Background: an optimization exercise with open tools, aiming at a short achievable clock period and few clock cycles per item. Do not read the settings as production practice. The RTL was checked by simulation tests, not by an equivalence proof against the original design. Power and IR drop assume default switching activity.

== build 66 ==
Design tile_top, start of the top module:
module tile_top (
  input  logic         clk_i,
  input  logic         rst_n_i,
  input  logic [141:0] m_req_i,
  output logic [67:0]  m_rsp_o,
  output logic [70:0]  ext_req_o,
  input  logic [33:0]  ext_rsp_i
);
  logic [71-1:0] req    [2];
  logic [1:0]        stb;
  logic [1:0]        reg_mem;
  logic [1:0]        reg_ext;
  logic [1:0]        reg_boot;
  logic [1:0]        bad;
  logic [1:0]        rd_d;
  logic [1:0]        rd_q;
  logic [127:0]      mem_rnone [2];
  logic [31:0]       rom_rdata [2];
  logic [1:0]        ext_own;
  logic              busy0;
  logic              wr1;
  logic              wsel1;
  logic              wr0_d;
  logic              wr0_q;
  logic              err0_q;
  logic              ext_stb;
  logic              ext_cyc;
  assign req[0] = m_req_i[71-1:0];
  assign req[1] = m_req_i[2*71-1:71];
  assign ext_own = {~busy0, busy0};
  for (genvar m = 0; m < 2; m++) begin : g_port
    logic [31:0] one_d;
    logic [31:0] zero_d;
  ...
Size in the first run: roughly 7500 cells after synthesis, ~2300 flip-flops, ~320 I/O pins.
==> module tile_top, before the edit <==
module tile_top (
  input  logic         clk_i,
  input  logic         rst_n_i,
  input  logic [141:0] m_req_i,
  output logic [67:0]  m_rsp_o,
  output logic [70:0]  ext_req_o,
  input  logic [33:0]  ext_rsp_i
);
  logic [71-1:0] req    [2];
  logic [1:0]        stb;
  logic [1:0]        reg_mem;
  logic [1:0]        reg_ext;
  logic [1:0]        reg_boot;
  logic [1:0]        bad;
  logic [1:0]        rd_d;
  logic [1:0]        rd_q;
  logic [127:0]      mem_rnone [2];
  logic [31:0]       rom_rdata [2];
  logic [1:0]        ext_own;
  logic              busy0;
  logic              wr1;
  logic              wsel1;
  logic              wr0_d;
  logic              wr0_q;
  logic              err0_q;
  logic              ext_stb;
  logic              ext_cyc;
  assign req[0] = m_req_i[71-1:0];
  assign req[1] = m_req_i[2*71-1:71];
  assign ext_own = {~busy0, busy0};
  for (genvar m = 0; m < 2; m++) begin : g_port
    logic [31:0] one_d;
    logic [31:0] zero_d;
    logic [31:0] one_q;
    logic [31:0] zero_q;
    logic [3:0]  region;
    assign stb[m]      = req[m][70] & req[m][69];
    assign region      = req[m][63:60];
    assign reg_mem[m]  = (region == 4'h0);
    assign reg_ext[m]  = (region == 4'he);
    assign reg_boot[m] = (region == 4'hf);
    assign bad[m]      = ~(reg_mem[m] | reg_ext[m] | reg_boot[m]) | (reg_boot[m] & req[m][68]);
    assign rd_d[m] = stb[m] & (reg_mem[m] | reg_boot[m]) & ~req[m][68] & ~rd_q[m];
    wb_rdfin u_rdfin (
      .none_i   (mem_rnone[m]),
      .rd_n_i   (~rd_d[m]),
      .rd_mem_i (rd_d[m] & ~req[m][60]),
      .rom_i    (rom_rdata[m] & {32{rd_d[m] & req[m][60]}}),
      .one_d_o  (one_d),
      .zero_d_o (zero_d)
    );
    always_ff @(posedge clk_i or negedge rst_n_i) begin
      if (!rst_n_i) begin
        rd_q[m] <= 1'b0;
      end else begin
        rd_q[m] <= rd_d[m];
      end
    end
    always_ff @(posedge clk_i) begin
      one_q  <= one_d;
      zero_q <= zero_d;
    end
    for (genvar i = 0; i < 32; i++) begin : g_dat
      assign m_rsp_o[34*m + i] = zero_q[i] | (ext_rsp_i[i] & one_q[i]);
    end
    wb_bootrom u_rom (
      .idx_i   (req[m][37:34]),
      .word_o  (rom_rdata[m])
    );
  end
  assign wsel1 = stb[1] & req[1][68];
  assign wr1   = wsel1 & reg_mem[1];
  assign wr0_d = stb[0] & reg_mem[0] & req[0][68] & ~wr0_q & ~wsel1;
  always_ff @(posedge clk_i or negedge rst_n_i) begin
    if (!rst_n_i) begin
      wr0_q  <= 1'b0;
      err0_q <= 1'b0;
    end else begin
      wr0_q  <= wr0_d;
      err0_q <= stb[0] & bad[0] & ~err0_q;
    end
  end
  assign m_rsp_o[33]         = rd_q[0] | wr0_q | (ext_own[0] & ext_rsp_i[33]);
  assign m_rsp_o[32]         = err0_q | (ext_own[0] & ext_rsp_i[32]);
  wb_bus u_dec1 (
    .cyc_i     (req[1][70]),
    .stb_i     (req[1][69]),
    .we_i      (req[1][68]),
    .region_i  (req[1][63:60]),
    .rd_q_i    (rd_q[1]),
    .own_i     (ext_own[1]),
    .ext_ack_i (ext_rsp_i[33]),
    .ext_err_i (ext_rsp_i[32]),
    .ack_o     (m_rsp_o[34+33]),
    .err_o     (m_rsp_o[34+32]),
    .ext_stb_o (ext_stb),
    .ext_cyc_o (ext_cyc)
  );
  logic [15:0] wsel0_q4;
  logic [15:0] wsel1_q4;
  for (genvar q = 0; q < 4; q++) begin : g_ben
    wb_ben u_ben0 (.sel_i(req[0][67:64]), .en_i(wr0_d), .ben_o(wsel0_q4[4*q +: 4]));
    wb_ben u_ben1 (.sel_i(req[1][67:64]), .en_i(wr1), .ben_o(wsel1_q4[4*q +: 4]));
  end
  wb_sram_sp u_ram (
    .clk_i    (clk_i),
    .wsel0_i  (wsel0_q4),
    .wsel1_i  (wsel1_q4),
    .widx0_i  (req[0][39:34]),
    .widx1_i  (req[1][39:34]),
    .wdat_i   (wsel1 ? req[1][31:0] : req[0][31:0]),
    .ridx0_i  (req[0][39:34]),
    .ridx1_i  (req[1][39:34]),
    .rnone0_o (mem_rnone[0]),
    .rnone1_o (mem_rnone[1])
  );
  wb_bus_arbiter u_ext (
    .clk_i       (clk_i),
    .rst_n_i     (rst_n_i),
    .want_i      (stb & reg_ext),
    .req0_i      (req[0]),
    .req1_i      (req[1]),
    .ext_rsp_i   (ext_rsp_i),
    .ext_stb_i   (ext_stb),
    .ext_cyc_i   (ext_cyc),
    .busy0_o     (busy0),
    .ext_req_o   (ext_req_o)
  );
endmodule
export LEC_CHECK = 0
export CAP_MARGIN = 20
export CORE_MARGIN = 2
export CORE_UTILIZATION = 30
export GPL_ROUTABILITY_DRIVEN = 0
export PLACE_DENSITY = 0.5
export SETUP_SLACK_MARGIN = 3.1
export SLEW_MARGIN = 20
export SYNTH_HIERARCHICAL = 1
export SYNTH_MEMORY_MAX_BITS = 16384
create_clock -name core_clock -period 6.0 [get_ports {clk_i}]
run.sh (not shown) runs the stock make flow with config.mk's settings and CLKGATE_MAP_FILE= SYNTH_SCRIPT=/design/flow/synth_recipe.tcl, a recipe that flattens the netlist after the stock synthesis.
Testbench counts of build 66, summed over its fixed seeds: cycles 5,741, items 4,800.
Setup changes, build 66 to trial 45
-- flow/design.v --
<<< build 66, line 358
    end
    for (genvar i = 0; i < 32; i++) begin : g_dat
      assign m_rsp_o[34*m + i] = zero_q[i] | (ext_rsp_i[i] & one_q[i]);
    end
    wb_bootrom u_rom (
>>> trial 45, line 358
    end
    for (genvar i = 0; i < 32; i++) begin : g_dat
      assign m_rsp_o[34*m + i] = ext_rsp_i[i] ? one_q[i] : zero_q[i];
    end
    wb_bootrom u_rom (
Results
Area growth from synthesis to layout: trial 45 vs build 66 up 0.81 points
The register area on trial 45 is in line with that on build 66.
Between build 66 and trial 45, minimum clock period is higher for build 66, trial 45 comes in under that.
For share of power burned in the clock network, build 66 and trial 45 come out practically identical.
On cell internal power dissipation, build 66 tracks trial 45 almost exactly.
Maximum frequency of trial 45 is on par with build 66.
For cell count, trial 45 and build 66 come out practically identical.
Between build 66 and trial 45, total power density per cell area decreased.
Summary of trial 45 over build 66: worst path setup slack after routing higher; total routing usage reported by global routing higher; period utilization roughly the same.
Testbench counts of trial 45, summed over its fixed seeds: cycles 5,741, items 4,800.

-- separate check: timing with driven ports --
No port has a modelled driver above. Below, the same layouts with a new extraction and two added sets of constraints.
Step 1: set_driving_cell puts a clkbuf_16 on clk_i and a buf_2 on each other input, an assumption about the parent block.
Step 2 times the ports against the registers' clock, not the clock port: input delays grow and output delays shrink by t, the midpoint of the rising clock arrivals with the driver on.
Slacks: ideal ports / drivers / drivers and shift; pairs: ideal ports / drivers.
| run | t, ns | setup WS [ns] | worst register clock-pin slew, ns |
|---|---|---|---|
| build 66 | 1.008 | 2.861 / 2.764 / 1.820 | 0.07 / 0.07 |
| trial 45 | 1.008 | 2.865 / 2.774 / 1.775 | 0.07 / 0.07 |
After both steps every run listed still meets setup and hold. For trial 45, which loses most, drivers alone change the setup slack by -0.091 ns; drivers and shift together by -1.090 ns.
